What follows belongs to an exercise in optimizing a design on an open flow for small area and a short achievable clock period; a production flow would make more cautious choices.
In this exercise RTL edits were held to simulation tests only and were not proved equivalent to the original.
Power and IR drop assume default switching activity.

[flow/run.sh]
#!/bin/bash
# Layout flow: the standard ORFS flow (standard.sh, unchanged synthesis),
# with smaller port buffers and a clock tree built from clkbuf_8 without
# dummy loads. Each tool's output goes to a log file in this folder.
set -euo pipefail
export BUFFER_PORTS_ARGS="-buffer_cell sky130_fd_sc_hd__buf_1"
export CTS_ARGS="-sink_clustering_enable -repair_clock_nets -buf_list sky130_fd_sc_hd__clkbuf_8 -dont_use_dummy_load"
bash standard.sh finish > flow_make.log 2>&1
[standard.sh]
#!/bin/bash
# synth_recipe.tcl (not shown) runs the flow's synth.tcl, then flattens the netlist and writes it again
# the make line also repeats each setting of config.mk as NAME=value (left out here)
make -C /OpenROAD-flow-scripts/flow DESIGN_CONFIG=/design/flow/config.mk WORK_HOME=/design/flow/orfs CLKGATE_MAP_FILE= SYNTH_SCRIPT=/design/flow/synth_recipe.tcl "${@:-finish}"
[config.mk]
export PLATFORM = sky130hd
export DESIGN_NAME = array_multiplier
export DESIGN_NICKNAME = array_multiplier
export VERILOG_FILES = /design/flow/design.v
export SDC_FILE = /design/flow/constraint.sdc
export NUM_CORES = 4
export LEC_CHECK = 0
export CAP_MARGIN = 20
export CORE_MARGIN = 2
export CORE_UTILIZATION = 40
export SETUP_SLACK_MARGIN = 2.95
export SLEW_MARGIN = 20
export SYNTH_HIERARCHICAL = 1
[constraint.sdc]
create_clock -name core_clock -period 6.0 [get_ports {clk}]
set_input_delay 1.2000 -clock core_clock [delete_from_list [all_inputs] [get_ports {clk}]]
set_output_delay 1.2000 -clock core_clock [all_outputs]
set_load 0.01 [all_outputs]
[design.v]
`default_nettype none
package mult_sizes_pkg;
	localparam int OPERAND_WIDTH = 16;
	localparam int PRODUCT_WIDTH = 2 * OPERAND_WIDTH;
	localparam int ROW_COUNT = OPERAND_WIDTH - 1;
	typedef logic [OPERAND_WIDTH-1:0] operand_t;
	typedef logic [PRODUCT_WIDTH-1:0] product_t;
endpackage
`default_nettype wire
`default_nettype none
package adder_cell_pkg;
	function automatic logic [1:0] half_add(
		input logic a,
		input logic b
	);
		logic s;
		logic c;
		s = a ^ b;
		c = a & b;
		half_add = {c, s};
	endfunction
	function automatic logic [1:0] full_add(
		input logic a,
		input logic b,
		input logic cin
	);
		logic s;
		logic c;
		s = a ^ b ^ cin;
		c = (a & b) | (cin & (a ^ b));  
		full_add = {c, s};
	endfunction
endpackage
`default_nettype wire
`default_nettype none
module array_multiplier (
	input  logic                     clk,
	input  logic                     reset,
	input  logic                     in_valid,
	input  mult_sizes_pkg::operand_t x,
	input  mult_sizes_pkg::operand_t y,
	output logic                     product_valid,
	output mult_sizes_pkg::product_t product
);
	logic r866;
	logic r867;
	logic r868;
	logic r869;
	logic r870;
	logic r871;
	logic r872;
	logic r873;
	logic r874;
	logic r875;
	logic r876;
	logic r877;
	logic r878;
	logic r879;
	logic r880;
	logic r881;
	logic r882;
	logic r883;
	logic r884;
	logic r885;
	logic r886;
	logic r887;
	logic r888;
	logic r889;
	logic r890;
	logic r891;
	logic r892;
	logic r893;
	logic r894;
	logic r895;
	logic r896;
	logic r897;
	logic r898;
	logic r899;
	logic r900;
	logic r901;
	logic r902;
	logic r903;
	logic r904;
	logic r905;
	logic r906;
	logic r907;
	logic r908;
	logic r909;
	logic r910;
	logic r911;
	logic r912;
	logic r913;
	logic r914;
	logic r915;
	logic r916;
	logic r917;
	logic r918;
	logic r919;
	logic r920;
	logic r921;
	logic r922;
	logic r923;
	logic r924;
	logic r925;
	logic r926;
	logic r927;
	logic r928;
	logic r929;
	logic r930;
	logic r931;
	logic r932;
	logic r933;
	logic r934;
	logic r935;
	logic r936;
	logic r937;
	logic r938;
	logic r939;
	logic r940;
	logic r941;
	logic r942;
	logic r943;
	logic r944;
	logic r945;
	logic r946;
	logic r947;
	logic r948;
	logic r949;
	logic r950;
	logic r951;
	logic r952;
	logic r953;
	logic r954;
	logic r955;
	logic r956;
	logic r957;
	logic r958;
	logic r959;
	logic r960;
	logic r961;
	logic r962;
	logic r963;
	logic r964;
	logic r965;
	logic r966;
	logic r967;
	logic r968;
	logic r969;
	logic r970;
	logic r971;
	logic r972;
	logic r973;
	logic r974;
	logic r976;
	logic r978;
	logic r980;
	logic r982;
	wire pp1 = ~(x[0] & y[0]);
	wire pp2 = ~(x[1] & y[0]);
	wire pp3 = ~(x[2] & y[0]);
	wire pp4 = ~(x[3] & y[0]);
	wire pp5 = ~(x[4] & y[0]);
	wire pp6 = ~(x[5] & y[0]);
	wire pp7 = ~(x[6] & y[0]);
	wire pp8 = ~(x[7] & y[0]);
	wire pp9 = ~(x[8] & y[0]);
	wire pp10 = ~(x[9] & y[0]);
	wire pp11 = ~(x[10] & y[0]);
	wire pp12 = ~(x[11] & y[0]);
	wire pp13 = ~(x[12] & y[0]);
	wire pp14 = ~(x[13] & y[0]);
	wire pp15 = ~(x[14] & y[0]);
	wire pp16 = ~(x[15] & y[0]);
	wire pp17 = ~(x[0] & y[1]);
	wire pp18 = ~(x[1] & y[1]);
	wire pp19 = ~(x[2] & y[1]);
	wire pp20 = ~(x[3] & y[1]);
	wire pp21 = ~(x[4] & y[1]);
	wire pp22 = ~(x[5] & y[1]);
	wire pp23 = ~(x[6] & y[1]);
	wire pp24 = ~(x[7] & y[1]);
	wire pp25 = ~(x[8] & y[1]);
	wire pp26 = ~(x[9] & y[1]);
	wire pp27 = ~(x[10] & y[1]);
	wire pp28 = ~(x[11] & y[1]);
	wire pp29 = ~(x[12] & y[1]);
	wire pp30 = ~(x[13] & y[1]);
	wire pp31 = ~(x[14] & y[1]);
	wire pp32 = ~(x[15] & y[1]);
	wire pp33 = ~(x[0] & y[2]);
	wire pp34 = ~(x[1] & y[2]);
	wire pp35 = ~(x[2] & y[2]);
	wire pp36 = ~(x[3] & y[2]);
	wire pp37 = ~(x[4] & y[2]);
	wire pp38 = ~(x[5] & y[2]);
	wire pp39 = ~(x[6] & y[2]);
	wire pp40 = ~(x[7] & y[2]);
	wire pp41 = ~(x[8] & y[2]);
	wire pp42 = ~(x[9] & y[2]);
	wire pp43 = ~(x[10] & y[2]);
	wire pp44 = ~(x[11] & y[2]);
	wire pp45 = ~(x[12] & y[2]);
	wire pp46 = ~(x[13] & y[2]);
	wire pp47 = ~(x[14] & y[2]);
	wire pp48 = ~(x[15] & y[2]);
	wire pp49 = ~(x[0] & y[3]);
	wire pp50 = ~(x[1] & y[3]);
	wire pp51 = ~(x[2] & y[3]);
	wire pp52 = ~(x[3] & y[3]);
	wire pp53 = ~(x[4] & y[3]);
	wire pp54 = ~(x[5] & y[3]);
	wire pp55 = ~(x[6] & y[3]);
	wire pp56 = ~(x[7] & y[3]);
	wire pp57 = ~(x[8] & y[3]);
	wire pp58 = ~(x[9] & y[3]);
	wire pp59 = ~(x[10] & y[3]);
	wire pp60 = ~(x[11] & y[3]);
	wire pp61 = ~(x[12] & y[3]);
	wire pp62 = ~(x[13] & y[3]);
	wire pp63 = ~(x[14] & y[3]);
	wire pp64 = ~(x[15] & y[3]);
	wire pp65 = ~(x[0] & y[4]);
	wire pp66 = ~(x[1] & y[4]);
	wire pp67 = ~(x[2] & y[4]);
	wire pp68 = ~(x[3] & y[4]);
	wire pp69 = ~(x[4] & y[4]);
	wire pp70 = ~(x[5] & y[4]);
	wire pp71 = ~(x[6] & y[4]);
	wire pp72 = ~(x[7] & y[4]);
	wire pp73 = ~(x[8] & y[4]);
	wire pp74 = ~(x[9] & y[4]);
	wire pp75 = ~(x[10] & y[4]);
	wire pp76 = ~(x[11] & y[4]);
	wire pp77 = ~(x[12] & y[4]);
	wire pp78 = ~(x[13] & y[4]);
	wire pp79 = ~(x[14] & y[4]);
	wire pp80 = ~(x[15] & y[4]);
	wire pp81 = ~(x[0] & y[5]);
	wire pp82 = ~(x[1] & y[5]);
	wire pp83 = ~(x[2] & y[5]);
	wire pp84 = ~(x[3] & y[5]);
	wire pp85 = ~(x[4] & y[5]);
	wire pp86 = ~(x[5] & y[5]);
	wire pp87 = ~(x[6] & y[5]);
	wire pp88 = ~(x[7] & y[5]);
	wire pp89 = ~(x[8] & y[5]);
	wire pp90 = ~(x[9] & y[5]);
	wire pp91 = ~(x[10] & y[5]);
	wire pp92 = ~(x[11] & y[5]);
	wire pp93 = ~(x[12] & y[5]);
	wire pp94 = ~(x[13] & y[5]);
	wire pp95 = ~(x[14] & y[5]);
	wire pp96 = ~(x[15] & y[5]);
	wire pp97 = ~(x[0] & y[6]);
	wire pp98 = ~(x[1] & y[6]);
	wire pp99 = ~(x[2] & y[6]);
	wire pp100 = ~(x[3] & y[6]);
	wire pp101 = ~(x[4] & y[6]);
	wire pp102 = ~(x[5] & y[6]);
	wire pp103 = ~(x[6] & y[6]);
	wire pp104 = ~(x[7] & y[6]);
	wire pp105 = ~(x[8] & y[6]);
	wire pp106 = ~(x[9] & y[6]);
	wire pp107 = ~(x[10] & y[6]);
	wire pp108 = ~(x[11] & y[6]);
	wire pp109 = ~(x[12] & y[6]);
	wire pp110 = ~(x[13] & y[6]);
	wire pp111 = ~(x[14] & y[6]);
	wire pp112 = ~(x[15] & y[6]);
	wire pp113 = ~(x[0] & y[7]);
	wire pp114 = ~(x[1] & y[7]);
	wire pp115 = ~(x[2] & y[7]);
	wire pp116 = ~(x[3] & y[7]);
	wire pp117 = ~(x[4] & y[7]);
	wire pp118 = ~(x[5] & y[7]);
	wire pp119 = ~(x[6] & y[7]);
	wire pp120 = ~(x[7] & y[7]);
	wire pp121 = ~(x[8] & y[7]);
	wire pp122 = ~(x[9] & y[7]);
	wire pp123 = ~(x[10] & y[7]);
	wire pp124 = ~(x[11] & y[7]);
	wire pp125 = ~(x[12] & y[7]);
	wire pp126 = ~(x[13] & y[7]);
	wire pp127 = ~(x[14] & y[7]);
	wire pp128 = ~(x[15] & y[7]);
	wire pp129 = ~(x[0] & y[8]);
	wire pp130 = ~(x[1] & y[8]);
	wire pp131 = ~(x[2] & y[8]);
	wire pp132 = ~(x[3] & y[8]);
	wire pp133 = ~(x[4] & y[8]);
	wire pp134 = ~(x[5] & y[8]);
	wire pp135 = ~(x[6] & y[8]);
	wire pp136 = ~(x[7] & y[8]);
	wire pp137 = ~(x[8] & y[8]);
	wire pp138 = ~(x[9] & y[8]);
	wire pp139 = ~(x[10] & y[8]);
	wire pp140 = ~(x[11] & y[8]);
	wire pp141 = ~(x[12] & y[8]);
	wire pp142 = ~(x[13] & y[8]);
	wire pp143 = ~(x[14] & y[8]);
	wire pp144 = ~(x[15] & y[8]);
	wire pp145 = ~(x[0] & y[9]);
	wire pp146 = ~(x[1] & y[9]);
	wire pp147 = ~(x[2] & y[9]);
	wire pp148 = ~(x[3] & y[9]);
	wire pp149 = ~(x[4] & y[9]);
	wire pp150 = ~(x[5] & y[9]);
	wire pp151 = ~(x[6] & y[9]);
	wire pp152 = ~(x[7] & y[9]);
	wire pp153 = ~(x[8] & y[9]);
	wire pp154 = ~(x[9] & y[9]);
	wire pp155 = ~(x[10] & y[9]);
	wire pp156 = ~(x[11] & y[9]);
	wire pp157 = ~(x[12] & y[9]);
	wire pp158 = ~(x[13] & y[9]);
	wire pp159 = ~(x[14] & y[9]);
	wire pp160 = ~(x[15] & y[9]);
	wire pp161 = ~(x[0] & y[10]);
	wire pp162 = ~(x[1] & y[10]);
	wire pp163 = ~(x[2] & y[10]);
	wire pp164 = ~(x[3] & y[10]);
	wire pp165 = ~(x[4] & y[10]);
	wire pp166 = ~(x[5] & y[10]);
	wire pp167 = ~(x[6] & y[10]);
	wire pp168 = ~(x[7] & y[10]);
	wire pp169 = ~(x[8] & y[10]);
	wire pp170 = ~(x[9] & y[10]);
	wire pp171 = ~(x[10] & y[10]);
	wire pp172 = ~(x[11] & y[10]);
	wire pp173 = ~(x[12] & y[10]);
	wire pp174 = ~(x[13] & y[10]);
	wire pp175 = ~(x[14] & y[10]);
	wire pp176 = ~(x[15] & y[10]);
	wire pp177 = ~(x[0] & y[11]);
	wire pp178 = ~(x[1] & y[11]);
	wire pp179 = ~(x[2] & y[11]);
	wire pp180 = ~(x[3] & y[11]);
	wire pp181 = ~(x[4] & y[11]);
	wire pp182 = ~(x[5] & y[11]);
	wire pp183 = ~(x[6] & y[11]);
	wire pp184 = ~(x[7] & y[11]);
	wire pp185 = ~(x[8] & y[11]);
	wire pp186 = ~(x[9] & y[11]);
	wire pp187 = ~(x[10] & y[11]);
	wire pp188 = ~(x[11] & y[11]);
	wire pp189 = ~(x[12] & y[11]);
	wire pp190 = ~(x[13] & y[11]);
	wire pp191 = ~(x[14] & y[11]);
	wire pp192 = ~(x[15] & y[11]);
	wire pp193 = ~(x[0] & y[12]);
	wire pp194 = ~(x[1] & y[12]);
	wire pp195 = ~(x[2] & y[12]);
	wire pp196 = ~(x[3] & y[12]);
	wire pp197 = ~(x[4] & y[12]);
	wire pp198 = ~(x[5] & y[12]);
	wire pp199 = ~(x[6] & y[12]);
	wire pp200 = ~(x[7] & y[12]);
	wire pp201 = ~(x[8] & y[12]);
	wire pp202 = ~(x[9] & y[12]);
	wire pp203 = ~(x[10] & y[12]);
	wire pp204 = ~(x[11] & y[12]);
	wire pp205 = ~(x[12] & y[12]);
	wire pp206 = ~(x[13] & y[12]);
	wire pp207 = ~(x[14] & y[12]);
	wire pp208 = ~(x[15] & y[12]);
	wire pp209 = ~(x[0] & y[13]);
	wire pp210 = ~(x[1] & y[13]);
	wire pp211 = ~(x[2] & y[13]);
	wire pp212 = ~(x[3] & y[13]);
	wire pp213 = ~(x[4] & y[13]);
	wire pp214 = ~(x[5] & y[13]);
	wire pp215 = ~(x[6] & y[13]);
	wire pp216 = ~(x[7] & y[13]);
	wire pp217 = ~(x[8] & y[13]);
	wire pp218 = ~(x[9] & y[13]);
	wire pp219 = ~(x[10] & y[13]);
	wire pp220 = ~(x[11] & y[13]);
	wire pp221 = ~(x[12] & y[13]);
	wire pp222 = ~(x[13] & y[13]);
	wire pp223 = ~(x[14] & y[13]);
	wire pp224 = ~(x[15] & y[13]);
	wire pp225 = ~(x[0] & y[14]);
	wire pp226 = ~(x[1] & y[14]);
	wire pp227 = ~(x[2] & y[14]);
	wire pp228 = ~(x[3] & y[14]);
	wire pp229 = ~(x[4] & y[14]);
	wire pp230 = ~(x[5] & y[14]);
	wire pp231 = ~(x[6] & y[14]);
	wire pp232 = ~(x[7] & y[14]);
	wire pp233 = ~(x[8] & y[14]);
	wire pp234 = ~(x[9] & y[14]);
	wire pp235 = ~(x[10] & y[14]);
	wire pp236 = ~(x[11] & y[14]);
	wire pp237 = ~(x[12] & y[14]);
	wire pp238 = ~(x[13] & y[14]);
	wire pp239 = ~(x[14] & y[14]);
	wire pp240 = ~(x[15] & y[14]);
	wire pp241 = ~(x[0] & y[15]);
	wire pp242 = ~(x[1] & y[15]);
	wire pp243 = ~(x[2] & y[15]);
	wire pp244 = ~(x[3] & y[15]);
	wire pp245 = ~(x[4] & y[15]);
	wire pp246 = ~(x[5] & y[15]);
	wire pp247 = ~(x[6] & y[15]);
	wire pp248 = ~(x[7] & y[15]);
	wire pp249 = ~(x[8] & y[15]);
	wire pp250 = ~(x[9] & y[15]);
	wire pp251 = ~(x[10] & y[15]);
	wire pp252 = ~(x[11] & y[15]);
	wire pp253 = ~(x[12] & y[15]);
	wire pp254 = ~(x[13] & y[15]);
	wire pp255 = ~(x[14] & y[15]);
	wire pp256 = ~(x[15] & y[15]);
	wire s257, c258;
	mult_xnor u_s257 (.a(pp3), .b(pp18), .y(s257));
	mult_or u_c258 (.a(pp3), .b(pp18), .y(c258));
	wire s259, c260;
	mult_fa u_s259 (.a(pp4), .b(pp19), .c(pp34), .s(s259), .co(c260));
	wire s261, c262;
	mult_xnor u_s261 (.a(pp49), .b(c258), .y(s261));
	mult_or u_c262 (.a(pp49), .b(c258), .y(c262));
	wire s263, c264;
	mult_fa u_s263 (.a(pp5), .b(pp20), .c(pp35), .s(s263), .co(c264));
	wire s265, c266;
	mult_fa u_s265 (.a(pp50), .b(pp65), .c(c260), .s(s265), .co(c266));
	wire s267, c268;
	mult_xnor u_s267 (.a(c262), .b(s263), .y(s267));
	mult_or u_c268 (.a(c262), .b(s263), .y(c268));
	wire s269, c270;
	mult_fa u_s269 (.a(pp6), .b(pp21), .c(pp36), .s(s269), .co(c270));
	wire s271, c272;
	mult_fa u_s271 (.a(pp51), .b(pp66), .c(pp81), .s(s271), .co(c272));
	wire s273, c274;
	mult_fa u_s273 (.a(c264), .b(s269), .c(s271), .s(s273), .co(c274));
	wire s275, c276;
	mult_xnor u_s275 (.a(c268), .b(c266), .y(s275));
	mult_or u_c276 (.a(c268), .b(c266), .y(c276));
	wire s277, c278;
	mult_fa u_s277 (.a(pp7), .b(pp22), .c(pp37), .s(s277), .co(c278));
	wire s279, c280;
	mult_fa u_s279 (.a(pp52), .b(pp67), .c(pp82), .s(s279), .co(c280));
	wire s281, c282;
	mult_fa u_s281 (.a(pp97), .b(c270), .c(c272), .s(s281), .co(c282));
	wire s283, c284;
	mult_fa u_s283 (.a(s277), .b(s279), .c(c274), .s(s283), .co(c284));
	wire s285, c286;
	mult_xnor u_s285 (.a(s281), .b(c276), .y(s285));
	mult_or u_c286 (.a(s281), .b(c276), .y(c286));
	wire s287, c288;
	mult_fa u_s287 (.a(pp8), .b(pp23), .c(pp38), .s(s287), .co(c288));
	wire s289, c290;
	mult_fa u_s289 (.a(pp53), .b(pp68), .c(pp83), .s(s289), .co(c290));
	wire s291, c292;
	mult_fa u_s291 (.a(pp98), .b(pp113), .c(c278), .s(s291), .co(c292));
	wire s293, c294;
	mult_fa u_s293 (.a(c280), .b(s287), .c(s289), .s(s293), .co(c294));
	wire s295, c296;
	mult_fa u_s295 (.a(c282), .b(s291), .c(s293), .s(s295), .co(c296));
	wire s297, c298;
	mult_xnor u_s297 (.a(c286), .b(c284), .y(s297));
	mult_or u_c298 (.a(c286), .b(c284), .y(c298));
	wire s299, c300;
	mult_fa u_s299 (.a(pp9), .b(pp24), .c(pp39), .s(s299), .co(c300));
	wire s301, c302;
	mult_fa u_s301 (.a(pp54), .b(pp69), .c(pp84), .s(s301), .co(c302));
	wire s303, c304;
	mult_fa u_s303 (.a(pp99), .b(pp114), .c(pp129), .s(s303), .co(c304));
	wire s305, c306;
	mult_fa u_s305 (.a(c288), .b(c290), .c(s299), .s(s305), .co(c306));
	wire s307, c308;
	mult_fa u_s307 (.a(s301), .b(s303), .c(c292), .s(s307), .co(c308));
	wire s309, c310;
	mult_fa u_s309 (.a(c294), .b(s305), .c(s307), .s(s309), .co(c310));
	wire s311, c312;
	mult_xnor u_s311 (.a(c296), .b(c298), .y(s311));
	mult_or u_c312 (.a(c296), .b(c298), .y(c312));
	wire s313, c314;
	mult_fa u_s313 (.a(pp10), .b(pp25), .c(pp40), .s(s313), .co(c314));
	wire s315, c316;
	mult_fa u_s315 (.a(pp55), .b(pp70), .c(pp85), .s(s315), .co(c316));
	wire s317, c318;
	mult_fa u_s317 (.a(pp100), .b(pp115), .c(pp130), .s(s317), .co(c318));
	wire s319, c320;
	mult_fa u_s319 (.a(pp145), .b(c300), .c(c302), .s(s319), .co(c320));
	wire s321, c322;
	mult_fa u_s321 (.a(c304), .b(s313), .c(s315), .s(s321), .co(c322));
	wire s323, c324;
	mult_fa u_s323 (.a(s317), .b(c306), .c(s319), .s(s323), .co(c324));
	wire s325, c326;
	mult_fa u_s325 (.a(s321), .b(c308), .c(s323), .s(s325), .co(c326));
	wire s327, c328;
	mult_xnor u_s327 (.a(r866), .b(r867), .y(s327));
	mult_or u_c328 (.a(r866), .b(r867), .y(c328));
	wire s329, c330;
	mult_fa u_s329 (.a(pp11), .b(pp26), .c(pp41), .s(s329), .co(c330));
	wire s331, c332;
	mult_fa u_s331 (.a(pp56), .b(pp71), .c(pp86), .s(s331), .co(c332));
	wire s333, c334;
	mult_fa u_s333 (.a(pp101), .b(pp116), .c(pp131), .s(s333), .co(c334));
	wire s335, c336;
	mult_fa u_s335 (.a(pp146), .b(pp161), .c(c314), .s(s335), .co(c336));
	wire s337, c338;
	mult_fa u_s337 (.a(c316), .b(c318), .c(s329), .s(s337), .co(c338));
	wire s339, c340;
	mult_fa u_s339 (.a(s331), .b(s333), .c(c320), .s(s339), .co(c340));
	wire s341, c342;
	mult_fa u_s341 (.a(c322), .b(s335), .c(s337), .s(s341), .co(c342));
	wire s343, c344;
	mult_fa u_s343 (.a(r868), .b(r869), .c(r870), .s(s343), .co(c344));
	wire s345, c346;
	mult_xnor u_s345 (.a(r871), .b(c328), .y(s345));
	mult_or u_c346 (.a(r871), .b(c328), .y(c346));
	wire s347, c348;
	mult_fa u_s347 (.a(pp12), .b(pp27), .c(pp42), .s(s347), .co(c348));
	wire s349, c350;
	mult_fa u_s349 (.a(pp57), .b(pp72), .c(pp87), .s(s349), .co(c350));
	wire s351, c352;
	mult_fa u_s351 (.a(pp102), .b(pp117), .c(pp132), .s(s351), .co(c352));
	wire s353, c354;
	mult_fa u_s353 (.a(pp147), .b(pp162), .c(pp177), .s(s353), .co(c354));
	wire s355, c356;
	mult_fa u_s355 (.a(c330), .b(c332), .c(c334), .s(s355), .co(c356));
	wire s357, c358;
	mult_fa u_s357 (.a(s347), .b(s349), .c(s351), .s(s357), .co(c358));
	wire s359, c360;
	mult_fa u_s359 (.a(s353), .b(c336), .c(c338), .s(s359), .co(c360));
	wire s361, c362;
	mult_fa u_s361 (.a(s355), .b(s357), .c(c340), .s(s361), .co(c362));
	wire s363, c364;
	mult_fa u_s363 (.a(r872), .b(r873), .c(r874), .s(s363), .co(c364));
	wire s365, c366;
	mult_xnor u_s365 (.a(c344), .b(c346), .y(s365));
	mult_or u_c366 (.a(c344), .b(c346), .y(c366));
	wire s367, c368;
	mult_fa u_s367 (.a(pp13), .b(pp28), .c(pp43), .s(s367), .co(c368));
	wire s369, c370;
	mult_fa u_s369 (.a(pp58), .b(pp73), .c(pp88), .s(s369), .co(c370));
	wire s371, c372;
	mult_fa u_s371 (.a(pp103), .b(pp118), .c(pp133), .s(s371), .co(c372));
	wire s373, c374;
	mult_fa u_s373 (.a(pp148), .b(pp163), .c(pp178), .s(s373), .co(c374));
	wire s375, c376;
	mult_fa u_s375 (.a(pp193), .b(c348), .c(c350), .s(s375), .co(c376));
	wire s377, c378;
	mult_fa u_s377 (.a(c352), .b(c354), .c(s367), .s(s377), .co(c378));
	wire s379, c380;
	mult_fa u_s379 (.a(s369), .b(s371), .c(s373), .s(s379), .co(c380));
	wire s381, c382;
	mult_fa u_s381 (.a(c356), .b(c358), .c(s375), .s(s381), .co(c382));
	wire s383, c384;
	mult_fa u_s383 (.a(s377), .b(s379), .c(c360), .s(s383), .co(c384));
	wire s385, c386;
	mult_fa u_s385 (.a(r875), .b(r876), .c(r877), .s(s385), .co(c386));
	wire s387, c388;
	mult_xnor u_s387 (.a(c364), .b(s385), .y(s387));
	mult_or u_c388 (.a(c364), .b(s385), .y(c388));
	wire s389, c390;
	mult_fa u_s389 (.a(pp14), .b(pp29), .c(pp44), .s(s389), .co(c390));
	wire s391, c392;
	mult_fa u_s391 (.a(pp59), .b(pp74), .c(pp89), .s(s391), .co(c392));
	wire s393, c394;
	mult_fa u_s393 (.a(pp104), .b(pp119), .c(pp134), .s(s393), .co(c394));
	wire s395, c396;
	mult_fa u_s395 (.a(pp149), .b(pp164), .c(pp179), .s(s395), .co(c396));
	wire s397, c398;
	mult_fa u_s397 (.a(pp194), .b(pp209), .c(c368), .s(s397), .co(c398));
	wire s399, c400;
	mult_fa u_s399 (.a(c370), .b(c372), .c(c374), .s(s399), .co(c400));
	wire s401, c402;
	mult_fa u_s401 (.a(s389), .b(s391), .c(s393), .s(s401), .co(c402));
	wire s403, c404;
	mult_fa u_s403 (.a(s395), .b(c376), .c(c378), .s(s403), .co(c404));
	wire s405, c406;
	mult_fa u_s405 (.a(c380), .b(s397), .c(s399), .s(s405), .co(c406));
	wire s407, c408;
	mult_fa u_s407 (.a(s401), .b(c382), .c(s403), .s(s407), .co(c408));
	wire s409, c410;
	mult_fa u_s409 (.a(r878), .b(r879), .c(r880), .s(s409), .co(c410));
	wire s411, c412;
	mult_xnor u_s411 (.a(c386), .b(s409), .y(s411));
	mult_or u_c412 (.a(c386), .b(s409), .y(c412));
	wire s413, c414;
	mult_fa u_s413 (.a(pp15), .b(pp30), .c(pp45), .s(s413), .co(c414));
	wire s415, c416;
	mult_fa u_s415 (.a(pp60), .b(pp75), .c(pp90), .s(s415), .co(c416));
	wire s417, c418;
	mult_fa u_s417 (.a(pp105), .b(pp120), .c(pp135), .s(s417), .co(c418));
	wire s419, c420;
	mult_fa u_s419 (.a(pp150), .b(pp165), .c(pp180), .s(s419), .co(c420));
	wire s421, c422;
	mult_fa u_s421 (.a(pp195), .b(pp210), .c(pp225), .s(s421), .co(c422));
	wire s423, c424;
	mult_fa u_s423 (.a(c390), .b(c392), .c(c394), .s(s423), .co(c424));
	wire s425, c426;
	mult_fa u_s425 (.a(c396), .b(s413), .c(s415), .s(s425), .co(c426));
	wire s427, c428;
	mult_fa u_s427 (.a(s417), .b(s419), .c(s421), .s(s427), .co(c428));
	wire s429, c430;
	mult_fa u_s429 (.a(c398), .b(c400), .c(c402), .s(s429), .co(c430));
	wire s431, c432;
	mult_fa u_s431 (.a(s423), .b(s425), .c(s427), .s(s431), .co(c432));
	wire s433, c434;
	mult_fa u_s433 (.a(c404), .b(c406), .c(s429), .s(s433), .co(c434));
	wire s435, c436;
	mult_fa u_s435 (.a(r881), .b(r882), .c(r883), .s(s435), .co(c436));
	wire s437, c438;
	mult_xnor u_s437 (.a(c410), .b(s435), .y(s437));
	mult_or u_c438 (.a(c410), .b(s435), .y(c438));
	wire s439, c440;
	mult_fa u_s439 (.a(pp16), .b(pp31), .c(pp46), .s(s439), .co(c440));
	wire s441, c442;
	mult_fa u_s441 (.a(pp61), .b(pp76), .c(pp91), .s(s441), .co(c442));
	wire s443, c444;
	mult_fa u_s443 (.a(pp106), .b(pp121), .c(pp136), .s(s443), .co(c444));
	wire s445, c446;
	mult_fa u_s445 (.a(pp151), .b(pp166), .c(pp181), .s(s445), .co(c446));
	wire s447, c448;
	mult_fa u_s447 (.a(pp196), .b(pp211), .c(pp226), .s(s447), .co(c448));
	wire s449, c450;
	mult_fa u_s449 (.a(pp241), .b(c414), .c(c416), .s(s449), .co(c450));
	wire s451, c452;
	mult_fa u_s451 (.a(c418), .b(c420), .c(c422), .s(s451), .co(c452));
	wire s453, c454;
	mult_fa u_s453 (.a(s439), .b(s441), .c(s443), .s(s453), .co(c454));
	wire s455, c456;
	mult_fa u_s455 (.a(s445), .b(s447), .c(c424), .s(s455), .co(c456));
	wire s457, c458;
	mult_fa u_s457 (.a(c426), .b(c428), .c(s449), .s(s457), .co(c458));
	wire s459, c460;
	mult_fa u_s459 (.a(s451), .b(s453), .c(c430), .s(s459), .co(c460));
	wire s461, c462;
	mult_fa u_s461 (.a(s455), .b(c432), .c(s457), .s(s461), .co(c462));
	wire s463, c464;
	mult_fa u_s463 (.a(r884), .b(r885), .c(r886), .s(s463), .co(c464));
	wire s465, c466;
	mult_xnor u_s465 (.a(c436), .b(s463), .y(s465));
	mult_or u_c466 (.a(c436), .b(s463), .y(c466));
	wire s467, c468;
	mult_fa u_s467 (.a(pp32), .b(pp47), .c(pp62), .s(s467), .co(c468));
	wire s469, c470;
	mult_fa u_s469 (.a(pp77), .b(pp92), .c(pp107), .s(s469), .co(c470));
	wire s471, c472;
	mult_fa u_s471 (.a(pp122), .b(pp137), .c(pp152), .s(s471), .co(c472));
	wire s473, c474;
	mult_fa u_s473 (.a(pp167), .b(pp182), .c(pp197), .s(s473), .co(c474));
	wire s475, c476;
	mult_fa u_s475 (.a(pp212), .b(pp227), .c(pp242), .s(s475), .co(c476));
	wire s477, c478;
	mult_fa u_s477 (.a(c440), .b(c442), .c(c444), .s(s477), .co(c478));
	wire s479, c480;
	mult_fa u_s479 (.a(c446), .b(c448), .c(s467), .s(s479), .co(c480));
	wire s481, c482;
	mult_fa u_s481 (.a(s469), .b(s471), .c(s473), .s(s481), .co(c482));
	wire s483, c484;
	mult_fa u_s483 (.a(s475), .b(c450), .c(c452), .s(s483), .co(c484));
	wire s485, c486;
	mult_fa u_s485 (.a(c454), .b(s477), .c(s479), .s(s485), .co(c486));
	wire s487, c488;
	mult_fa u_s487 (.a(s481), .b(c456), .c(c458), .s(s487), .co(c488));
	wire s489, c490;
	mult_fa u_s489 (.a(r887), .b(r888), .c(r889), .s(s489), .co(c490));
	wire s491, c492;
	mult_fa u_s491 (.a(r890), .b(r891), .c(s489), .s(s491), .co(c492));
	wire s493, c494;
	mult_xnor u_s493 (.a(c464), .b(c466), .y(s493));
	mult_or u_c494 (.a(c464), .b(c466), .y(c494));
	wire s495, c496;
	mult_fa u_s495 (.a(pp48), .b(pp63), .c(pp78), .s(s495), .co(c496));
	wire s497, c498;
	mult_fa u_s497 (.a(pp93), .b(pp108), .c(pp123), .s(s497), .co(c498));
	wire s499, c500;
	mult_fa u_s499 (.a(pp138), .b(pp153), .c(pp168), .s(s499), .co(c500));
	wire s501, c502;
	mult_fa u_s501 (.a(pp183), .b(pp198), .c(pp213), .s(s501), .co(c502));
	wire s503, c504;
	mult_fa u_s503 (.a(pp228), .b(pp243), .c(c468), .s(s503), .co(c504));
	wire s505, c506;
	mult_fa u_s505 (.a(c470), .b(c472), .c(c474), .s(s505), .co(c506));
	wire s507, c508;
	mult_fa u_s507 (.a(c476), .b(s495), .c(s497), .s(s507), .co(c508));
	wire s509, c510;
	mult_fa u_s509 (.a(s499), .b(s501), .c(c478), .s(s509), .co(c510));
	wire s511, c512;
	mult_fa u_s511 (.a(c480), .b(c482), .c(s503), .s(s511), .co(c512));
	wire s513, c514;
	mult_fa u_s513 (.a(s505), .b(s507), .c(c484), .s(s513), .co(c514));
	wire s515, c516;
	mult_fa u_s515 (.a(s509), .b(c486), .c(s511), .s(s515), .co(c516));
	wire s517, c518;
	mult_fa u_s517 (.a(r892), .b(r893), .c(r894), .s(s517), .co(c518));
	wire s519, c520;
	mult_fa u_s519 (.a(c490), .b(s517), .c(c492), .s(s519), .co(c520));
	wire s521, c522;
	mult_fa u_s521 (.a(pp64), .b(pp79), .c(pp94), .s(s521), .co(c522));
	wire s523, c524;
	mult_fa u_s523 (.a(pp109), .b(pp124), .c(pp139), .s(s523), .co(c524));
	wire s525, c526;
	mult_fa u_s525 (.a(pp154), .b(pp169), .c(pp184), .s(s525), .co(c526));
	wire s527, c528;
	mult_fa u_s527 (.a(pp199), .b(pp214), .c(pp229), .s(s527), .co(c528));
	wire s529, c530;
	mult_fa u_s529 (.a(pp244), .b(c496), .c(c498), .s(s529), .co(c530));
	wire s531, c532;
	mult_fa u_s531 (.a(c500), .b(c502), .c(s521), .s(s531), .co(c532));
	wire s533, c534;
	mult_fa u_s533 (.a(s523), .b(s525), .c(s527), .s(s533), .co(c534));
	wire s535, c536;
	mult_fa u_s535 (.a(c504), .b(c506), .c(c508), .s(s535), .co(c536));
	wire s537, c538;
	mult_fa u_s537 (.a(s529), .b(s531), .c(s533), .s(s537), .co(c538));
	wire s539, c540;
	mult_fa u_s539 (.a(c510), .b(c512), .c(s535), .s(s539), .co(c540));
	wire s541, c542;
	mult_fa u_s541 (.a(r895), .b(r896), .c(r897), .s(s541), .co(c542));
	wire s543, c544;
	mult_fa u_s543 (.a(r898), .b(c518), .c(s541), .s(s543), .co(c544));
	wire s545, c546;
	mult_fa u_s545 (.a(pp80), .b(pp95), .c(pp110), .s(s545), .co(c546));
	wire s547, c548;
	mult_fa u_s547 (.a(pp125), .b(pp140), .c(pp155), .s(s547), .co(c548));
	wire s549, c550;
	mult_fa u_s549 (.a(pp170), .b(pp185), .c(pp200), .s(s549), .co(c550));
	wire s551, c552;
	mult_fa u_s551 (.a(pp215), .b(pp230), .c(pp245), .s(s551), .co(c552));
	wire s553, c554;
	mult_fa u_s553 (.a(c522), .b(c524), .c(c526), .s(s553), .co(c554));
	wire s555, c556;
	mult_fa u_s555 (.a(c528), .b(s545), .c(s547), .s(s555), .co(c556));
	wire s557, c558;
	mult_fa u_s557 (.a(s549), .b(s551), .c(c530), .s(s557), .co(c558));
	wire s559, c560;
	mult_fa u_s559 (.a(c532), .b(c534), .c(s553), .s(s559), .co(c560));
	wire s561, c562;
	mult_fa u_s561 (.a(s555), .b(c536), .c(s557), .s(s561), .co(c562));
	wire s563, c564;
	mult_fa u_s563 (.a(r899), .b(r900), .c(r901), .s(s563), .co(c564));
	wire s565, c566;
	mult_fa u_s565 (.a(r902), .b(c542), .c(s563), .s(s565), .co(c566));
	wire s567, c568;
	mult_fa u_s567 (.a(pp96), .b(pp111), .c(pp126), .s(s567), .co(c568));
	wire s569, c570;
	mult_fa u_s569 (.a(pp141), .b(pp156), .c(pp171), .s(s569), .co(c570));
	wire s571, c572;
	mult_fa u_s571 (.a(pp186), .b(pp201), .c(pp216), .s(s571), .co(c572));
	wire s573, c574;
	mult_fa u_s573 (.a(pp231), .b(pp246), .c(c546), .s(s573), .co(c574));
	wire s575, c576;
	mult_fa u_s575 (.a(c548), .b(c550), .c(c552), .s(s575), .co(c576));
	wire s577, c578;
	mult_fa u_s577 (.a(s567), .b(s569), .c(s571), .s(s577), .co(c578));
	wire s579, c580;
	mult_fa u_s579 (.a(c554), .b(c556), .c(s573), .s(s579), .co(c580));
	wire s581, c582;
	mult_fa u_s581 (.a(s575), .b(s577), .c(c558), .s(s581), .co(c582));
	wire s583, c584;
	mult_fa u_s583 (.a(r903), .b(r904), .c(r905), .s(s583), .co(c584));
	wire s585, c586;
	mult_fa u_s585 (.a(r906), .b(c564), .c(s583), .s(s585), .co(c586));
	wire s587, c588;
	mult_fa u_s587 (.a(pp112), .b(pp127), .c(pp142), .s(s587), .co(c588));
	wire s589, c590;
	mult_fa u_s589 (.a(pp157), .b(pp172), .c(pp187), .s(s589), .co(c590));
	wire s591, c592;
	mult_fa u_s591 (.a(pp202), .b(pp217), .c(pp232), .s(s591), .co(c592));
	wire s593, c594;
	mult_fa u_s593 (.a(pp247), .b(c568), .c(c570), .s(s593), .co(c594));
	wire s595, c596;
	mult_fa u_s595 (.a(c572), .b(s587), .c(s589), .s(s595), .co(c596));
	wire s597, c598;
	mult_fa u_s597 (.a(s591), .b(c574), .c(c576), .s(s597), .co(c598));
	wire s599, c600;
	mult_fa u_s599 (.a(c578), .b(s593), .c(s595), .s(s599), .co(c600));
	wire s601, c602;
	mult_fa u_s601 (.a(r907), .b(r908), .c(r909), .s(s601), .co(c602));
	wire s603, c604;
	mult_fa u_s603 (.a(r910), .b(s601), .c(c584), .s(s603), .co(c604));
	wire s605, c606;
	mult_fa u_s605 (.a(pp128), .b(pp143), .c(pp158), .s(s605), .co(c606));
	wire s607, c608;
	mult_fa u_s607 (.a(pp173), .b(pp188), .c(pp203), .s(s607), .co(c608));
	wire s609, c610;
	mult_fa u_s609 (.a(pp218), .b(pp233), .c(pp248), .s(s609), .co(c610));
	wire s611, c612;
	mult_fa u_s611 (.a(c588), .b(c590), .c(c592), .s(s611), .co(c612));
	wire s613, c614;
	mult_fa u_s613 (.a(s605), .b(s607), .c(s609), .s(s613), .co(c614));
	wire s615, c616;
	mult_fa u_s615 (.a(c594), .b(c596), .c(s611), .s(s615), .co(c616));
	wire s617, c618;
	mult_fa u_s617 (.a(s613), .b(c598), .c(c600), .s(s617), .co(c618));
	wire s619, c620;
	mult_fa u_s619 (.a(r911), .b(c602), .c(r912), .s(s619), .co(c620));
	wire s621, c622;
	mult_fa u_s621 (.a(pp144), .b(pp159), .c(pp174), .s(s621), .co(c622));
	wire s623, c624;
	mult_fa u_s623 (.a(pp189), .b(pp204), .c(pp219), .s(s623), .co(c624));
	wire s625, c626;
	mult_fa u_s625 (.a(pp234), .b(pp249), .c(c606), .s(s625), .co(c626));
	wire s627, c628;
	mult_fa u_s627 (.a(c608), .b(c610), .c(s621), .s(s627), .co(c628));
	wire s629, c630;
	mult_fa u_s629 (.a(s623), .b(c612), .c(c614), .s(s629), .co(c630));
	wire s631, c632;
	mult_fa u_s631 (.a(s625), .b(s627), .c(c616), .s(s631), .co(c632));
	wire s633, c634;
	mult_fa u_s633 (.a(r913), .b(r914), .c(r915), .s(s633), .co(c634));
	wire s635, c636;
	mult_fa u_s635 (.a(pp160), .b(pp175), .c(pp190), .s(s635), .co(c636));
	wire s637, c638;
	mult_fa u_s637 (.a(pp205), .b(pp220), .c(pp235), .s(s637), .co(c638));
	wire s639, c640;
	mult_fa u_s639 (.a(pp250), .b(c622), .c(c624), .s(s639), .co(c640));
	wire s641, c642;
	mult_fa u_s641 (.a(s635), .b(s637), .c(c626), .s(s641), .co(c642));
	wire s643, c644;
	mult_fa u_s643 (.a(c628), .b(s639), .c(c630), .s(s643), .co(c644));
	wire s645, c646;
	mult_fa u_s645 (.a(r916), .b(r917), .c(r918), .s(s645), .co(c646));
	wire s647, c648;
	mult_fa u_s647 (.a(pp176), .b(pp191), .c(pp206), .s(s647), .co(c648));
	wire s649, c650;
	mult_fa u_s649 (.a(pp221), .b(pp236), .c(pp251), .s(s649), .co(c650));
	wire s651, c652;
	mult_fa u_s651 (.a(c636), .b(c638), .c(s647), .s(s651), .co(c652));
	wire s653, c654;
	mult_fa u_s653 (.a(s649), .b(c640), .c(s651), .s(s653), .co(c654));
	wire s655, c656;
	mult_fa u_s655 (.a(r919), .b(r920), .c(r921), .s(s655), .co(c656));
	wire s657, c658;
	mult_fa u_s657 (.a(pp192), .b(pp207), .c(pp222), .s(s657), .co(c658));
	wire s659, c660;
	mult_fa u_s659 (.a(pp237), .b(pp252), .c(c648), .s(s659), .co(c660));
	wire s661, c662;
	mult_fa u_s661 (.a(c650), .b(s657), .c(c652), .s(s661), .co(c662));
	wire s663, c664;
	mult_fa u_s663 (.a(s659), .b(c654), .c(s661), .s(s663), .co(c664));
	wire s665, c666;
	mult_fa u_s665 (.a(pp208), .b(pp223), .c(pp238), .s(s665), .co(c666));
	wire s667, c668;
	mult_fa u_s667 (.a(pp253), .b(c658), .c(s665), .s(s667), .co(c668));
	wire s669, c670;
	mult_fa u_s669 (.a(c660), .b(s667), .c(c662), .s(s669), .co(c670));
	wire s671, c672;
	mult_fa u_s671 (.a(pp224), .b(pp239), .c(pp254), .s(s671), .co(c672));
	wire s673, c674;
	mult_fa u_s673 (.a(c666), .b(s671), .c(c668), .s(s673), .co(c674));
	wire s675, c676;
	mult_fa u_s675 (.a(pp240), .b(pp255), .c(c672), .s(s675), .co(c676));
	wire t677 = ~pp1;
	wire g678 = pp2 & pp17;
	wire p679 = pp2 ^ pp17;
	wire g680 = pp33 & s257;
	wire p681 = pp33 ^ s257;
	wire g682 = s261 & s259;
	wire p683 = s261 ^ s259;
	wire g684 = s267 & s265;
	wire p685 = s267 ^ s265;
	wire g686 = s273 & s275;
	wire p687 = s273 ^ s275;
	wire g688 = s285 & s283;
	wire p689 = s285 ^ s283;
	wire g690 = s295 & s297;
	wire p691 = s295 ^ s297;
	wire g692 = r922 & r923;
	wire p693 = r922 ^ r923;
	wire g694 = r924 & s327;
	wire p695 = r924 ^ s327;
	wire g696 = s343 & s345;
	wire p697 = s343 ^ s345;
	wire g698 = s363 & s365;
	wire p699 = s363 ^ s365;
	wire g700 = c366 & s387;
	wire p701 = c366 ^ s387;
	wire g702 = c388 & s411;
	wire p703 = c388 ^ s411;
	wire g704 = c412 & s437;
	wire p705 = c412 ^ s437;
	wire g706 = c438 & s465;
	wire p707 = c438 ^ s465;
	wire g708 = s491 & s493;
	wire p709 = s491 ^ s493;
	wire g710 = c494 & s519;
	wire p711 = c494 ^ s519;
	wire g712 = s543 & c520;
	wire p713 = s543 ^ c520;
	wire g714 = c544 & s565;
	wire p715 = c544 ^ s565;
	wire g716 = c566 & s585;
	wire p717 = c566 ^ s585;
	wire g718 = c586 & s603;
	wire p719 = c586 ^ s603;
	wire g720 = s619 & c604;
	wire p721 = s619 ^ c604;
	wire g722 = c620 & s633;
	wire p723 = c620 ^ s633;
	wire g724 = c634 & s645;
	wire p725 = c634 ^ s645;
	wire g726 = c646 & s655;
	wire p727 = c646 ^ s655;
	wire g728 = r925 & c656;
	wire p729 = r925 ^ c656;
	wire g730 = r926 & r927;
	wire p731 = r926 ^ r927;
	wire g732 = r928 & r929;
	wire p733 = r928 ^ r929;
	wire g734 = s675 & c674;
	wire p735 = s675 ^ c674;
	wire g736 = pp256 & c676;
	wire p737 = pp256 ^ c676;
	wire q738 = pp1 | t677;
	wire q739 = g678 | (p679 & q738);
	wire q740 = g680 | (p681 & q739);
	wire q741 = g682 | (p683 & q740);
	wire q742 = g684 | (p685 & q741);
	wire q743 = g686 | (p687 & q742);
	wire q744 = r930 | (r931 & r932);
	wire q745 = r933 | (r934 & q744);
	wire q746 = g692 | (p693 & q745);
	wire q747 = g694 | (p695 & q746);
	wire q748 = g696 | (p697 & q747);
	wire q749 = g698 | (p699 & q748);
	wire a750 = p699 & p697;
	wire q751 = g702 | (p703 & g700);
	wire a752 = p703 & p701;
	wire q753 = g706 | (p707 & g704);
	wire a754 = p707 & p705;
	wire q755 = g710 | (p711 & g708);
	wire a756 = p711 & p709;
	wire q757 = g714 | (p715 & g712);
	wire a758 = p715 & p713;
	wire q759 = g718 | (p719 & g716);
	wire a760 = p719 & p717;
	wire q761 = g722 | (p723 & g720);
	wire a762 = p723 & p721;
	wire q763 = g726 | (p727 & g724);
	wire a764 = p727 & p725;
	wire q765 = g730 | (p731 & g728);
	wire a766 = r935 & r936;
	wire q767 = r937 | (r938 & g732);
	wire a768 = r938 & p733;
	wire q769 = g700 | (p701 & q749);
	wire a770 = p701 & a750;
	wire q771 = q751 | (a752 & q749);
	wire a772 = a752 & a750;
	wire q773 = g708 | (p709 & q753);
	wire a774 = p709 & a754;
	wire q775 = q755 | (a756 & q753);
	wire a776 = a756 & a754;
	wire q777 = r939 | (r940 & r941);
	wire a778 = r940 & r942;
	wire q779 = q759 | (a760 & q757);
	wire a780 = a760 & a758;
	wire q781 = g724 | (p725 & q761);
	wire a782 = r943 & r944;
	wire q783 = q763 | (a764 & q761);
	wire a784 = a764 & a762;
	wire q785 = r945 | (r946 & r947);
	wire a786 = r946 & a766;
	wire q787 = q767 | (a768 & q765);
	wire a788 = r948 & a766;
	wire q789 = g704 | (p705 & q771);
	wire a790 = p705 & a772;
	wire q791 = q753 | (a754 & q771);
	wire a792 = a754 & a772;
	wire q793 = q773 | (a774 & q771);
	wire a794 = a774 & a772;
	wire q795 = q775 | (a776 & q771);
	wire a796 = a776 & a772;
	wire q797 = r949 | (r950 & r951);
	wire a798 = r950 & r952;
	wire q799 = q761 | (a762 & q779);
	wire a800 = r944 & r952;
	wire q801 = r953 | (a782 & r951);
	wire a802 = a782 & r952;
	wire q803 = q783 | (a784 & q779);
	wire a804 = a784 & a780;
	wire q805 = r955 | (r957 & r958);
	wire a806 = r957 & a788;
	wire q807 = r959 | (r960 & r961);
	wire a808 = r960 & r962;
	wire q809 = r941 | (r942 & r961);
	wire a810 = a758 & a796;
	wire q811 = q777 | (a778 & r961);
	wire a812 = a778 & r962;
	wire q813 = r951 | (r952 & r961);
	wire a814 = a780 & a796;
	wire q815 = q797 | (a798 & r961);
	wire a816 = a798 & r962;
	wire q817 = r963 | (a800 & r961);
	wire a818 = a800 & r962;
	wire q819 = q801 | (a802 & r961);
	wire a820 = a802 & r962;
	wire q821 = r964 | (r965 & r961);
	wire a822 = r965 & r962;
	wire q823 = r966 | (r936 & q821);
	wire a824 = r936 & a822;
	wire q825 = r947 | (a766 & q821);
	wire a826 = a766 & a822;
	wire q827 = q785 | (a786 & q821);
	wire a828 = a786 & a822;
	wire q829 = r958 | (a788 & q821);
	wire a830 = a788 & a822;
	wire q831 = q805 | (a806 & q821);
	wire a832 = a806 & a822;
	wire t833 = ~r968;
	assign product[0] = ~t833;
	wire x835;
	mult_xnor u_x835 (.a(p679), .b(q738), .y(x835));
	wire x836;
	mult_xnor u_x836 (.a(p681), .b(q739), .y(x836));
	wire x837;
	mult_xnor u_x837 (.a(p683), .b(q740), .y(x837));
	wire x838;
	mult_xnor u_x838 (.a(p685), .b(q741), .y(x838));
	wire x839;
	mult_xnor u_x839 (.a(p687), .b(q742), .y(x839));
	wire x840;
	mult_xnor u_x840 (.a(r931), .b(r932), .y(x840));
	wire x841;
	mult_xnor u_x841 (.a(r934), .b(q744), .y(x841));
	wire x842;
	mult_xnor u_x842 (.a(p693), .b(q745), .y(x842));
	wire x843;
	mult_xnor u_x843 (.a(p695), .b(q746), .y(x843));
	wire x844;
	mult_xnor u_x844 (.a(p697), .b(q747), .y(x844));
	wire x845;
	mult_xnor u_x845 (.a(p699), .b(q748), .y(x845));
	wire x846;
	mult_xnor u_x846 (.a(p701), .b(q749), .y(x846));
	wire x847;
	mult_xnor u_x847 (.a(p703), .b(q769), .y(x847));
	wire x848;
	mult_xnor u_x848 (.a(p705), .b(q771), .y(x848));
	wire x849;
	mult_xnor u_x849 (.a(p707), .b(q789), .y(x849));
	wire x850;
	mult_xnor u_x850 (.a(p709), .b(q791), .y(x850));
	wire x851;
	mult_xnor u_x851 (.a(p711), .b(q793), .y(x851));
	mult_xnor u_x852 (.a(r960), .b(r961), .y(product[18]));
	mult_xnor u_x853 (.a(r969), .b(q807), .y(product[19]));
	mult_xnor u_x854 (.a(r940), .b(q809), .y(product[20]));
	mult_xnor u_x855 (.a(r970), .b(q811), .y(product[21]));
	mult_xnor u_x856 (.a(r950), .b(q813), .y(product[22]));
	mult_xnor u_x857 (.a(r971), .b(q815), .y(product[23]));
	mult_xnor u_x858 (.a(r943), .b(q817), .y(product[24]));
	mult_xnor u_x859 (.a(r972), .b(q819), .y(product[25]));
	mult_xnor u_x860 (.a(r936), .b(q821), .y(product[26]));
	mult_xnor u_x861 (.a(r935), .b(q823), .y(product[27]));
	mult_xnor u_x862 (.a(r946), .b(q825), .y(product[28]));
	mult_xnor u_x863 (.a(r973), .b(q827), .y(product[29]));
	mult_xnor u_x864 (.a(r957), .b(q829), .y(product[30]));
	assign product[31] = ~q831;
	always_ff @(posedge clk) begin
		r866 <= c310;
		r867 <= c312;
		r868 <= c324;
		r869 <= s339;
		r870 <= s341;
		r871 <= c326;
		r872 <= c342;
		r873 <= s359;
		r874 <= s361;
		r875 <= s381;
		r876 <= c362;
		r877 <= s383;
		r878 <= s405;
		r879 <= c384;
		r880 <= s407;
		r881 <= s431;
		r882 <= c408;
		r883 <= s433;
		r884 <= c434;
		r885 <= s459;
		r886 <= s461;
		r887 <= s483;
		r888 <= s485;
		r889 <= c460;
		r890 <= c462;
		r891 <= s487;
		r892 <= c488;
		r893 <= s513;
		r894 <= s515;
		r895 <= s537;
		r896 <= c514;
		r897 <= c516;
		r898 <= s539;
		r899 <= c538;
		r900 <= s559;
		r901 <= c540;
		r902 <= s561;
		r903 <= c560;
		r904 <= s579;
		r905 <= c562;
		r906 <= s581;
		r907 <= c580;
		r908 <= s597;
		r909 <= s599;
		r910 <= c582;
		r911 <= s615;
		r912 <= s617;
		r913 <= s629;
		r914 <= c618;
		r915 <= s631;
		r916 <= s641;
		r917 <= c632;
		r918 <= s643;
		r919 <= c642;
		r920 <= s653;
		r921 <= c644;
		r922 <= s311;
		r923 <= s309;
		r924 <= s325;
		r925 <= s663;
		r926 <= c664;
		r927 <= s669;
		r928 <= s673;
		r929 <= c670;
		r930 <= g688;
		r931 <= p689;
		r932 <= q743;
		r933 <= g690;
		r934 <= p691;
		r935 <= p731;
		r936 <= p729;
		r937 <= g734;
		r938 <= p735;
		r939 <= g716;
		r940 <= p717;
		r941 <= q757;
		r942 <= a758;
		r943 <= p725;
		r944 <= a762;
		r945 <= g732;
		r946 <= p733;
		r947 <= q765;
		r948 <= a768;
		r949 <= g720;
		r950 <= p721;
		r951 <= q779;
		r952 <= a780;
		r953 <= q781;
		r954 <= g736;
		r955 <= r954;
		r956 <= p737;
		r957 <= r956;
		r958 <= q787;
		r959 <= g712;
		r960 <= p713;
		r961 <= q795;
		r962 <= a796;
		r963 <= q799;
		r964 <= q803;
		r965 <= a804;
		r966 <= g728;
		r967 <= t677;
		r968 <= r967;
		r969 <= p715;
		r970 <= p719;
		r971 <= p723;
		r972 <= p727;
		r973 <= r938;
		r974 <= x835;
		product[1] <= r974;
		r976 <= x836;
		product[2] <= r976;
		r978 <= x837;
		product[3] <= r978;
		r980 <= x838;
		product[4] <= r980;
		r982 <= x839;
		product[5] <= r982;
		product[6] <= x840;
		product[7] <= x841;
		product[8] <= x842;
		product[9] <= x843;
		product[10] <= x844;
		product[11] <= x845;
		product[12] <= x846;
		product[13] <= x847;
		product[14] <= x848;
		product[15] <= x849;
		product[16] <= x850;
		product[17] <= x851;
	end
	logic v1;
	always_ff @(posedge clk) begin
		if (reset) begin
			v1 <= 1'b0;
			product_valid <= 1'b0;
		end else begin
			v1 <= in_valid;
			product_valid <= v1;
		end
	end
endmodule
module mult_fa (
	input  logic a,
	input  logic b,
	input  logic c,
	output logic s,
	output logic co
);
	assign s  = a ^ b ^ c;
	assign co = (a & b) | (c & (a ^ b));
endmodule
module mult_xor (
	input  logic a,
	input  logic b,
	output logic y
);
	assign y = a ^ b;
endmodule
module mult_xnor (
	input  logic a,
	input  logic b,
	output logic y
);
	assign y = ~(a ^ b);
endmodule
module mult_or (
	input  logic a,
	input  logic b,
	output logic y
);
	assign y = a | b;
endmodule
`default_nettype wire
==> results.txt, run 1 <==
* Status: finished clean
* Vias in the first global route at 6147
* Starting Density at 41.0%
* Die span in y at 154 µm
* Post-CTS Hold Fix Bufs at 0
* Min Hold Slack at 0.325 ns
* Lkg Pwr at 0.00383 µW
* Clock network latency to the later pin of the worst-skew pair at 0.45 ns
* Worst setup SP type: input pin
* Fmax at 326 MHz
* Yosys warning count at 7
* Distinct cell type count after synthesis at 33
* Type of destination of the critical path: register
* Sequential fraction of the synthesis area at 29.0%
* Crit path time final at 3.07 ns
* Residual DRC at 0
* Crit Path Max Fanout at 16
* Port buffer count at 67
* CTS tree: done
* DR pass1 iterations at 5
* Unrepaired setup endpoints after global routing: true
* R2R Setup Slk at 3.26 ns
* Initial antenna violation count at 0
* DP HPWL at 14500 µm
* Tightest Hold Check Type: register to register
* Post-synth EDFFs at 0
* Hold Fails Final Rpt at 0
* Ys async rst share at 0%
* Worst-case clock skew at 0.0327 ns
* Chip width at 154 µm
* HP Start: r982
* Mapped Nets at 1056
* Grt total ovfl at 0
* Total Wirelength at 20300 µm
* RR Startpoint: r887
* Die ar. at 23800 µm²
* Max reg flops at 17
* Setup TNS at 0 ns
* Detail-routed via count per cell at 5.09
* Layout cells sized above 1 at 23.9%
* Slew Viols, Final at 0
* Max-Cap Viols at 0
* GP Congestion at 0.823
* Worst Path Arrival at 3.36 ns
* N_diodes at 0
* # H-tree levels at 4
* CTS sink cnt at 131
* I/O Pins at 68
* Clk buf depth at 2
* WHS Path Cells at 0
* Req. time, crit path at 6.29 ns
* Rows at 54
* First-pass GRT wire length at 33500 µm
* WS Path Type: input pin to register
* Biggest register: product
* Clk root buf: clkbuf_8
* Layout area overhead at 15.7%
* Part of the cycle the worst path needs at 51.2%
* Syn Area/Cell at 11.4 µm²
* Largest net degree at the start of global routing at 17
* Final #Nets at 1091
* Final ANT Viol Nets at 0
* R2R Path End: r963
* Clk slew on worst S/H paths at 0.05 ns
* Worst VDD drop at 0.000279 V
* Fillers at 2009
* Mapped Cells at 796
* Core ar. at 22000 µm²
* Reg2Reg Depth at 9
* Number of CTS-inserted buffers at 17
* Post-Syn Area at 9030 µm²
* Via count at 5640
* Worst hold endpoint: product[5]
* Power per Cell Area at 471 nW/µm²
* Top FF cell, synth: dfxtp_1
* Drt wl/cell at 18.3 µm
* Tot GR Track Use at 18.4%
* Final setup viols at 0
* First DRT Iteration DRCs at 365
* Synthesized flop and latch total at 131
[logic make-up (layout without fill, tap and decap cells)]
family | count (synthesis) | after routing | synth area share [%]
and+or+nand+nor | 286 | 286 | 12.7
adders and majority gates | 225 | 225 | 47.4
DFF | 131 | 131 | 29.0
buffers and inverters | 63 | 96 | 2.66
AOI/OAI and AO/OA | 45 | 45 | 3.82
xor gates and xnor gates | 45 | 45 | 4.36
other | 1 | 1 | 0.0415
[through the flow]
stage / util, % / std cells / area, µm² / setup WS [ns] / power [µW]
6_report: 47.5 / 1109 / 10500 / 2.93 / 4920
3_5_place_dp: 44.4 / 1084 / 9770 / 1.77 / 4380
2_1_floorplan: - / 796 / 10000 / 2.56 / 3700
4_1_cts: 46.4 / 1105 / 10200 / 2.93 / 4990
3_3_place_gp: 44.4 / 1084 / 9770 / 1.85 / 4350
5_1_grt: 47.5 / 1109 / 10500 / 2.90 / 5460
[critical path, cell delays in order]
cell,delay [ns]
buf_8,0.15
nand2_1,0.10
fa_1,0.52
fa_2,0.41
fa_1,0.55
fa_1,0.42
[worst max path at each step]
stage,start,endpoint,cells past startpoint
2_1_floorplan,y[11],r886,7
3_3_place_gp,x[3],r898,6
3_5_place_dp,x[4],r886,6
4_1_cts,r961,product[29],6
5_1_grt,r961,product[29],6
6_report,y[6],r886,6
[cell type report]
type,instances,area [µm²],share of cell area (%)
Timing Repair Buffer,77,681,6.51
Tap cell,280,350,3.35
Multi-Input combinational cell,602,6560,62.7
Clock buffer,17,234,2.24
Inverter,2,7.51,0.0718
Sequential cell,131,2630,25.1
[power by group]
part / internal (µW) / total, µW / switching [µW]
combinational: 1440 / 2910 / 1470
clock: 249 / 540 / 291
sequential: 1310 / 1470 / 162
total: 3000 / 4920 / 1920
[layout by cell type, fill, tap and decap left out, drive strengths merged]
master / Yosys / layout
nand2: 253 / 253
fa: 195 / 195
dfxtp: 131 / 131
buf: 9 / 77
xnor2: 45 / 45
a21o: 30 / 30
ha: 30 / 30
clkbuf: 52 / 17
or2: 16 / 16
and2: 7 / 7
a21oi: 4 / 4
a31o: 3 / 3
nor2: 2 / 2
and3: 2 / 2
nand3: 2 / 2
nor2b: 2 / 2
inv: 2 / 2
o21ai: 2 / 2
o21a: 2 / 2
a211oi: 1 / 1
o21bai: 1 / 1
nor3: 1 / 1
o31ai: 1 / 1
and4: 1 / 1
a221o: 1 / 1
conb: 1 / 1
[synth_stat cells, drive strengths merged, types with 3 or more instances]
cell type	count	area [µm²]
and2	7	43.8
or2	16	100
fa	195	3900
a21o	30	226
a31o	3	26.3
ha	30	375
buf	9	37.5
dfxtp	131	2620
xnor2	45	394
clkbuf	52	195
a21oi	4	23.8
nand2	253	950
[per-module statistics from Yosys (local to each module, per instance)]
module	copies in the design	flops+latches
mult_fa	195	0
array_multiplier	1	131
mult_xnor	45	0
mult_or	15	0
[layer usage]
layer  share of wire, %  vias up  track usage (%)
met2                 46      224             28.8
met3                7.5       26             4.15
met5                  0        -                0
met4                1.4        0             5.11
li1                   -     2491                -
met1                 45     2899             26.0
[timing repair]
item	4_1_cts	5_1_grt
pin swaps	5	20
buffers inserted	4	3
endpoints found under the setup margin	77	17
gates resized for setup	161	50
gates cloned	0	1
==> run 2, diff against run 1 <==
--- a/config.mk
+++ b/config.mk
@@ -9,5 +9,5 @@
 export CORE_MARGIN = 2
 export CORE_UTILIZATION = 40
-export SETUP_SLACK_MARGIN = 2.95
+export SETUP_SLACK_MARGIN = 2.85
 export SLEW_MARGIN = 20
 export SYNTH_HIERARCHICAL = 1
==> run 2 against run 1 <==
Sequential share of layout area increased by 0.90 points. Largest power group unchanged. Sequential cell count unchanged. Largest cell class unchanged. Synthesized cell count unchanged. Hold slack improved by 0.0020 ns. First-iteration DRC count fell by 7.7%. Worst setup slack got worse by 0.065 ns. Count of clock-buffer cells in the layout is the same. Synthesized area did not move. Wire length is 0.41% higher.
==> results.txt, run 2 <==
* Status: finished clean
* N_diodes at 0 (unchanged)
* Chip width at 154 µm (unchanged)
* Initial antenna violation count at 0 (unchanged)
* Number of CTS-inserted buffers at 17 (unchanged)
* Register Area at 2630 µm² (unchanged)
* # H-tree levels at 4 (unchanged)
* Distinct cell type count after synthesis at 33 (unchanged)
* First-pass GRT wire length at 33300 µm (-0.60%)
* DP HPWL at 14900 µm (+2.5%)
* Yosys warning count at 7 (unchanged)
* Most frequent cells in the layout: nand2_1, dfxtp_1, fa_1, fa_2, xnor2_1
* Power per Cell Area at 484 nW/µm² (+2.8%)
* Final #Nets at 1085 (-0.55%)
* Total Wirelength at 20400 µm (+0.41%)
* First DRT Iteration DRCs at 337 (-7.7%)
* Layout cells sized above 1 at 19.8% (-4.1 points)
* Power, Total at 4880 µW (-0.73%)
* Post-Syn Area at 9030 µm² (unchanged)
* Rows at 54 (unchanged)
* Lkg Pwr at 0.00370 µW (-3.4%)
* Commonest non-fill, non-tap cell in the layout: nand2_1
* Top FF cell, synth: dfxtp_1
* Max-Cap Viols at 0 (unchanged)
* Worst VDD drop at 0.000230 V (-17%)
* Type of destination of the critical path: register
* Port buffer count at 67 (unchanged)
* Count leader, synth: nand2_1
* Unrepaired setup endpoints after global routing: false
* CTS sink cnt at 131 (unchanged)
* Tightest Hold Check Type: register to register
* Fillers at 2049 (+2.0%)
* Clk slew on worst S/H paths at 0.07 ns (+0.02 ns)
* Crit Path Max Fanout at 10 (-6)
* Layout area overhead at 11.7%
* Largest net degree at the start of global routing at 17 (unchanged)
* Residual DRC at 0 (unchanged)
* Area leader, netlist: fa_1
* Synth top area cells: fa_1, dfxtp_1, nand2_1
* Cells along the critical path: buf_4 > buf_6 > nand2_1 > fa_1 > fa_2 > fa_1 > fa_1
* CP dominant cell by count: fa_1
* Setup TNS at 0 ns (unchanged)
* Slew Viols, Final at 0 (unchanged)
* Detail-routed via count per cell at 5.09 (about the same)
* Max incr delay on CP at 0.52 ns (-0.03 ns)
* Syn Area/Cell at 11.4 µm² (unchanged)
* Final ANT Viol Nets at 0 (unchanged)
* Starting Density at 41.0% (unchanged)
* Fmax at 319 MHz (-2.1%)
* Part of the cycle the worst path needs at 52.3% (+1.1 points)
* Max reg flops at 17 (unchanged)
* WS Path Type: input pin to register
* Req. time, crit path at 6.32 ns (+0.03 ns)
* Vias in the first global route at 6212 (+1.1%)
* Via count at 5609 (-0.55%)
* Core ar. at 22000 µm² (unchanged)
* Biggest register: product
* Post-CTS Hold Fix Bufs at 0 (unchanged)
* Post-synth EDFFs at 0 (unchanged)
* DR pass1 iterations at 5 (unchanged)
* GP Congestion at 0.811 (-1.5%)
* Clock network latency to the later pin of the worst-skew pair at 0.44 ns (about the same)
* Hold Fails Final Rpt at 0 (unchanged)
* Area of the multi-input gates at 6460 µm² (-1.5%)
* Drt wl/cell at 18.5 µm (+0.96%)
* Crit path time final at 3.14 ns (+0.0652 ns)
* Placed Area at 9690 µm² (-0.79%)
* Tot GR Track Use at 18.4% (about the same)
* Clk root buf: clkbuf_8
* Final setup viols at 0 (unchanged)
* Worst Path Arrival at 3.45 ns (+0.09 ns)
* I/O Pins at 68 (unchanged)
* Mapped Nets at 1056 (unchanged)
* Worst setup SP type: input pin
* CTS tree: done
* Sequential fraction of the synthesis area at 29.0% (unchanged)
* Grt total ovfl at 0 (unchanged)
* Slowest CP cell: fa_1
* Worst-case clock skew at 0.0234 ns (-0.00936 ns)
* Mapped Cells at 796 (unchanged)
* R2R Setup Slk at 3.23 ns (-0.03 ns)
* Ys async rst share at 0% (unchanged)
* Clk buf depth at 2 (unchanged)
* Synthesized flop and latch total at 131 (unchanged)
* Die span in y at 154 µm (unchanged)
* Design area at 10100 µm² (-3.5%)
* Yosys top cell area share at 43.2% (unchanged)
* Die ar. at 23800 µm² (unchanged)
* Commonest cells in the netlist: nand2_1, fa_1, dfxtp_1
-- run 2: routing by layer --
layer	vias to the layer above	GRT usage (%)	part of all wire (%)
met5	-	0	0
met2	175	29.3	47
met3	22	4.71	6.4
met4	0	6.31	1.6
li1	2474	-	-
met1	2938	24.7	45
-- run 2: what timing repair did --
action                                  4_1_cts  5_1_grt
setup buffers                                 2        0
endpoints found under the setup margin       73       15
gates resized for setup                     146       11
pin swaps                                     4        0
-- run 2: worst max-delay path, delay by kind of cell --
family	cells	cell delay (ns)
adders and majority gates	4	1.83
buffers and inverters	2	0.35
and+or+nand+nor	1	0.08
-- run 2: modules after synthesis, one instance, submodules excluded --
module            flops+latches  cells inside
mult_xnor                     0             1
mult_fa                       0             1
mult_or                       0             1
array_multiplier            131           541
-- run 2: report_power, final --
| group | total, µW | leakage (µW) | switching (µW) | internal [µW] |
|---|---|---|---|---|
| Clock | 538 | 0.000122 | 289 | 249 |
| Combinational | 2870 | 0.00248 | 1460 | 1410 |
| Sequential | 1480 | 0.00110 | 167 | 1310 |
-- run 2: final timing paths --
check | end | cells after the start | start
min reg2reg | product[4] | 0 | r980
min | product[4] | 0 | r980
max reg2reg | r963 | 9 | r887
max | r886 | 7 | y[12]
-- run 2: kinds of logic after synthesis --
logic type      after synthesis  synth area share [%]
flops                       131                  29.0
compound gates               45                  3.82
other cells                   1                0.0415
xor+xnor                     45                  4.36
simple gates                286                  12.7
fa+ha+maj                   225                  47.4
buf+inv                      63                  2.66
-- run 2: metrics by stage --
step	setup slack [ns]	std cells	util, %	hold slack, ns
floorplan	2.56	796	-	0.310
global placement	1.86	1084	44.0	0.310
detailed placement	1.83	1084	44.0	0.314
CTS	2.84	1103	45.6	0.329
global route	2.85	1103	45.8	0.340
finish	2.86	1103	45.8	0.327
-- run 2: layout make-up --
class / instances / share of cell area [%]
clock buffer: 17 / 2.32
timing repair buffer: 71 / 4.10
sequential: 131 / 26.0
multi-input combinational: 602 / 64.0
tap: 280 / 3.47
inverter: 2 / 0.0744

what the ideal ports hide:
The flow's constraints put no driver on any port. The routed layouts listed below were extracted and timed again, unchanged, in two steps. Step 1, drivers: a clkbuf_16 drives clk and a buf_2 each remaining input, both assumed. Step 2 also shifts input and output timing later by t, the mid clock arrival at the registers, as if the neighbouring blocks saw the same clock. Three values: no drivers, after step 1, after step 2; two values: the first two.
run	shift t [ns]	slack for setup (ns)	worst setup path after step 2
run 1	0.475	2.929 / 2.903 / 2.428	input to register
run 2	0.467	2.864 / 2.877 / 2.410	input to register
After both steps setup and hold are still met in every run listed. The setup slack of run 1, which loses most, moves by -0.026 ns with the drivers and by -0.501 ns with both steps.
